What follows belongs to an exercise in optimizing a design on an open flow for small area; a production flow would make more cautious choices. The RTL was checked by simulation tests, not by an equivalence proof against the original design. Power and IR drop assume default switching activity. The clock port is modelled as an ideal driver; clocking choices that lean on that would not hold on a real chip.

==> module spq_dp, before the edit <==
module spq_dp
#(
	parameter int DEPTH = spq_pkg::DEPTH_DEFAULT
) (
	input  logic             clk,
	input  logic             arst_n,
	input  spq_pkg::ctl_cmd_t         cmd,
	input  logic [spq_pkg::ID_W-1:0]  requester_id,
	input  logic [spq_pkg::PRI_W-1:0] priority_req,
	input  logic [spq_pkg::PAY_W-1:0] payload,
	output spq_pkg::dp_status_t       status,
	output logic             accepted,
	output logic [spq_pkg::ID_W-1:0]  popped_id,
	output logic [spq_pkg::PRI_W-1:0] popped_priority,
	output logic [spq_pkg::PAY_W-1:0] popped_payload,
	output logic [spq_pkg::OCC_W-1:0] occupancy,
	output logic [spq_pkg::ID_W-1:0]  head_id,
	output logic [spq_pkg::ID_W-1:0]  tail_id,
	output logic             is_empty
);
	localparam int CNT_W = $clog2(DEPTH + 1);
	localparam int SL_W = $clog2(DEPTH);
	logic [spq_pkg::ID_W-1:0]  id_q  [DEPTH];
	logic [spq_pkg::PAY_W-1:0] pay_q [DEPTH];
	logic [spq_pkg::PRI_W-1:0] pri_q [DEPTH];
	logic [SL_W-1:0]  slot_q [DEPTH];
	logic [CNT_W-1:0] count_q;
	logic [spq_pkg::ID_W-1:0] tail_q;
	logic             acc_q;
	logic             pop_q;
	logic [DEPTH-1:0] vld;
	logic [DEPTH-1:0] ge;
	logic             lt_any;
	logic [DEPTH-1:0] sel_new;
	logic [DEPTH-1:0] sel_head;
	logic [DEPTH-1:0] sel_pop;
	logic             empty;
	assign empty = (count_q == '0);
	function automatic logic pri_ge(input logic [spq_pkg::PRI_W-1:0] a,
			input logic [spq_pkg::PRI_W-1:0] b);
		logic r;
		r = 1'b1;
		for (int i = 0; i < spq_pkg::PRI_W; i++) begin
			r = (a[i] & !b[i]) | ((a[i] | !b[i]) & r);
		end
		pri_ge = r;
	endfunction
	always_comb begin
		lt_any = 1'b0;
		for (int r = 0; r < DEPTH; r++) begin
			vld[r] = (count_q > CNT_W'(r));
			ge[r] = vld[r] && pri_ge(pri_q[r], priority_req);
			lt_any = lt_any | (vld[r] && !ge[r]);
		end
		for (int s = 0; s < DEPTH; s++) begin
			sel_new[s] = (slot_q[DEPTH-1] == SL_W'(s));
			sel_head[s] = !empty && (slot_q[0] == SL_W'(s));
			sel_pop[s] = pop_q && sel_new[s];
		end
	end
	for (genvar r = 0; r < DEPTH; r++) begin : g_pos
		localparam int PREV = (r == 0) ? 0 : r - 1;
		localparam int NEXT = (r == DEPTH - 1) ? 0 : r + 1;
		logic take_new;
		logic c_new, c_prev, c_next, c_hold;
		assign take_new = (r == 0) ? 1'b1 : ge[PREV];
		assign c_new = cmd.push && !ge[r] && take_new;
		assign c_prev = cmd.push && !ge[r] && !take_new;
		assign c_next = cmd.pop;
		assign c_hold = !cmd.pop && !(cmd.push && !ge[r]);
		always_ff @(posedge clk) begin
			pri_q[r] <= ({spq_pkg::PRI_W{c_hold}} & pri_q[r])
				| ({spq_pkg::PRI_W{c_new}} & priority_req)
				| ({spq_pkg::PRI_W{c_prev}} & pri_q[PREV])
				| ({spq_pkg::PRI_W{c_next}} & pri_q[NEXT]);
		end
		always_ff @(posedge clk or negedge arst_n) begin
			if (!arst_n) begin
				slot_q[r] <= SL_W'(r);
			end else begin
				slot_q[r] <= ({SL_W{c_hold}} & slot_q[r])
					| ({SL_W{c_new}} & slot_q[DEPTH-1])
					| ({SL_W{c_prev}} & slot_q[PREV])
					| ({SL_W{c_next}} & slot_q[NEXT]);
			end
		end
	end
	for (genvar s = 0; s < DEPTH; s++) begin : g_slot
		logic we;
		assign we = cmd.push && sel_new[s];
		always_ff @(posedge clk) begin
			id_q[s] <= ({spq_pkg::ID_W{!we}} & id_q[s]) | ({spq_pkg::ID_W{we}} & requester_id);
			pay_q[s] <= ({spq_pkg::PAY_W{!we}} & pay_q[s]) | ({spq_pkg::PAY_W{we}} & payload);
		end
	end
	assign status.full = (count_q == CNT_W'(DEPTH));
	assign status.empty = empty;
	always_ff @(posedge clk or negedge arst_n) begin
		if (!arst_n) begin
			count_q <= '0;
		end else if (cmd.clear) begin
			count_q <= '0;
		end else if (cmd.push) begin
			count_q <= count_q + CNT_W'(1);
		end else if (cmd.pop) begin
			count_q <= count_q - CNT_W'(1);
		end
	end
	always_ff @(posedge clk) begin
		if (cmd.push && !lt_any) begin
			tail_q <= requester_id;
		end
	end
	always_ff @(posedge clk) begin
		if (cmd.load) begin
			acc_q <= cmd.push | cmd.pop | cmd.clear;
			pop_q <= cmd.pop;
		end
	end
	always_comb begin
		popped_id = '0;
		popped_payload = '0;
		head_id = '0;
		for (int s = 0; s < DEPTH; s++) begin
			popped_id = popped_id | ({spq_pkg::ID_W{sel_pop[s]}} & id_q[s]);
			popped_payload = popped_payload | ({spq_pkg::PAY_W{sel_pop[s]}} & pay_q[s]);
			head_id = head_id | ({spq_pkg::ID_W{sel_head[s]}} & id_q[s]);
		end
	end
	assign popped_priority = pop_q ? pri_q[DEPTH-1] : '0;
	assign accepted = acc_q;
	assign occupancy = spq_pkg::OCC_W'(count_q);
	assign is_empty = empty;
	assign tail_id = empty ? '0 : tail_q;
endmodule
==> module sorted_priority_queue_top, before the edit <==
module sorted_priority_queue_top
#(
	parameter int DEPTH = spq_pkg::DEPTH_DEFAULT
) (
	input  logic              clk,
	input  logic              arst_n,
	input  logic              req_valid,
	output logic              req_stall,
	input  logic [spq_pkg::FUNC_W-1:0] func,
	input  logic [spq_pkg::ID_W-1:0]   requester_id,
	input  logic [spq_pkg::PRI_W-1:0]  priority_req,
	input  logic [spq_pkg::PAY_W-1:0]  payload,
	output logic              rsp_valid,
	input  logic              rsp_stall,
	output logic              accepted,
	output logic [spq_pkg::ID_W-1:0]   popped_id,
	output logic [spq_pkg::PRI_W-1:0]  popped_priority,
	output logic [spq_pkg::PAY_W-1:0]  popped_payload,
	output logic [spq_pkg::OCC_W-1:0]  occupancy,
	output logic [spq_pkg::ID_W-1:0]   head_id,
	output logic [spq_pkg::ID_W-1:0]   tail_id,
	output logic              is_empty
);
	spq_pkg::ctl_cmd_t   cmd;
	spq_pkg::dp_status_t status;
	spq_ctrl u_ctrl (
		.clk       (clk),
		.arst_n    (arst_n),
		.req_valid (req_valid),
		.req_stall (req_stall),
		.rsp_valid (rsp_valid),
		.rsp_stall (rsp_stall),
		.func      (func),
		.status    (status),
		.cmd       (cmd)
	);
	spq_dp #(
		.DEPTH (DEPTH)
	) u_dp (
		.clk             (clk),
		.arst_n          (arst_n),
		.cmd             (cmd),
		.requester_id    (requester_id),
		.priority_req    (priority_req),
		.payload         (payload),
		.status          (status),
		.accepted        (accepted),
		.popped_id       (popped_id),
		.popped_priority (popped_priority),
		.popped_payload  (popped_payload),
		.occupancy       (occupancy),
		.head_id         (head_id),
		.tail_id         (tail_id),
		.is_empty        (is_empty)
	);
endmodule
clock: 4.0 ns
lec_check: 0
cap_margin: 20
core_margin: 2
core_utilization: 60
place_density: 0.7
setup_slack_margin: 0.1
slew_margin: 20
standard.sh (not shown) runs the stock make flow with config.mk's settings and CLKGATE_MAP_FILE= SYNTH_SCRIPT=/design/flow/synth_recipe.tcl, a recipe that flattens the netlist after the stock synthesis.
==> flow/flow/run.sh <==
#!/bin/bash
# The standard ORFS flow (the standard.sh) with three changes, all to how
# the layout is built, none to the design or its constraints:
#  - clock tree synthesis inserts no dummy loads,
#  - port buffers are the smallest buffer cell (buf_1) instead of a delay cell,
#  - larger clock sink clusters.
# Each make step writes its own log under orfs/logs; the whole make output is
# kept in flow_make.log.
set -uo pipefail
bash standard.sh finish \
	'CTS_ARGS=-sink_clustering_enable -repair_clock_nets -dont_use_dummy_load -sink_clustering_size 30 -sink_clustering_max_diameter 100' \
	'BUFFER_PORTS_ARGS=-buffer_cell sky130_fd_sc_hd__buf_1' \
	> flow_make.log 2>&1
The first run produced a clean layout.
==> next run, changes <==
--- a/flow/design.v
+++ b/flow/design.v
@@ -82,4 +82,6 @@
 	input  logic             arst_n,
 	input  spq_pkg::ctl_cmd_t         cmd,
+	input  logic             rsp_valid,
+	input  logic             req_stall,
 	input  logic [spq_pkg::ID_W-1:0]  requester_id,
 	input  logic [spq_pkg::PRI_W-1:0] priority_req,
@@ -113,4 +115,6 @@
 	logic             empty;
 	assign empty = (count_q == '0);
+	logic renumber;
+	assign renumber = empty && !cmd.push && !rsp_valid;
 	function automatic logic pri_ge(input logic [spq_pkg::PRI_W-1:0] a,
 			input logic [spq_pkg::PRI_W-1:0] b);
@@ -151,18 +155,17 @@
 				| ({spq_pkg::PRI_W{c_next}} & pri_q[NEXT]);
 		end
-		always_ff @(posedge clk or negedge arst_n) begin
-			if (!arst_n) begin
-				slot_q[r] <= SL_W'(r);
-			end else begin
-				slot_q[r] <= ({SL_W{c_hold}} & slot_q[r])
-					| ({SL_W{c_new}} & slot_q[DEPTH-1])
-					| ({SL_W{c_prev}} & slot_q[PREV])
-					| ({SL_W{c_next}} & slot_q[NEXT]);
-			end
-		end
-	end
+		always_ff @(posedge clk) begin
+			slot_q[r] <= ({SL_W{c_hold && !renumber}} & slot_q[r])
+				| ({SL_W{renumber}} & SL_W'(r))
+				| ({SL_W{c_new}} & slot_q[DEPTH-1])
+				| ({SL_W{c_prev}} & slot_q[PREV])
+				| ({SL_W{c_next}} & slot_q[NEXT]);
+		end
+	end
+	logic write_free;
+	assign write_free = !status.full && !(pop_q && req_stall);
 	for (genvar s = 0; s < DEPTH; s++) begin : g_slot
 		logic we;
-		assign we = cmd.push && sel_new[s];
+		assign we = write_free && sel_new[s];
 		always_ff @(posedge clk) begin
 			id_q[s] <= ({spq_pkg::ID_W{!we}} & id_q[s]) | ({spq_pkg::ID_W{we}} & requester_id);
@@ -253,4 +256,6 @@
 		.arst_n          (arst_n),
 		.cmd             (cmd),
+		.rsp_valid       (rsp_valid),
+		.req_stall       (req_stall),
 		.requester_id    (requester_id),
 		.priority_req    (priority_req),
Maximum frequency went down by 1.0%.
Worst hold slack degrades by 0.23 ns.
Final cell count is about the same.
Clock skew barely changes.
Area after synthesis went down by 0.82%.
Synthesized cell count stays flat.
Design area went down by 0.93%.
Total power went up by 14%.
Sequential share of layout area went down by 0.47 points.
Worst setup slack degrades by 0.040 ns.
First-iteration DRC count went down by 21%.

-- afterwards: timing with drivers on the ports --
How much do the figures lean on ideal ports? The routed layouts below were timed once more, with nothing changed but the port constraints. Step 1 (the two cells are an assumption about what drives the block):
set clk [get_ports {clk}]
set_driving_cell -lib_cell sky130_fd_sc_hd__clkbuf_16 $clk
set_driving_cell -lib_cell sky130_fd_sc_hd__buf_2 [delete_from_list [all_inputs] $clk]
Step 2 adds t to the input delays and takes it off the output delays; t is the mean of the earliest and latest rising clock arrival at the registers after step 1. Input paths then give back, and output paths get back, about the clock's delay inside the block. Three values: ideal, step 1, step 2; two values: the first two.
run	shift t [ns]	slack for setup (ns)	worst slew at a driven data input, ns	pins driven straight from the clock port
the first run	0.675	0.180 / 0.114 / 0.261	0.12	1
the second run	0.680	0.140 / 0.080 / 0.504	0.09	1
After both steps setup and hold are still met in every run listed.
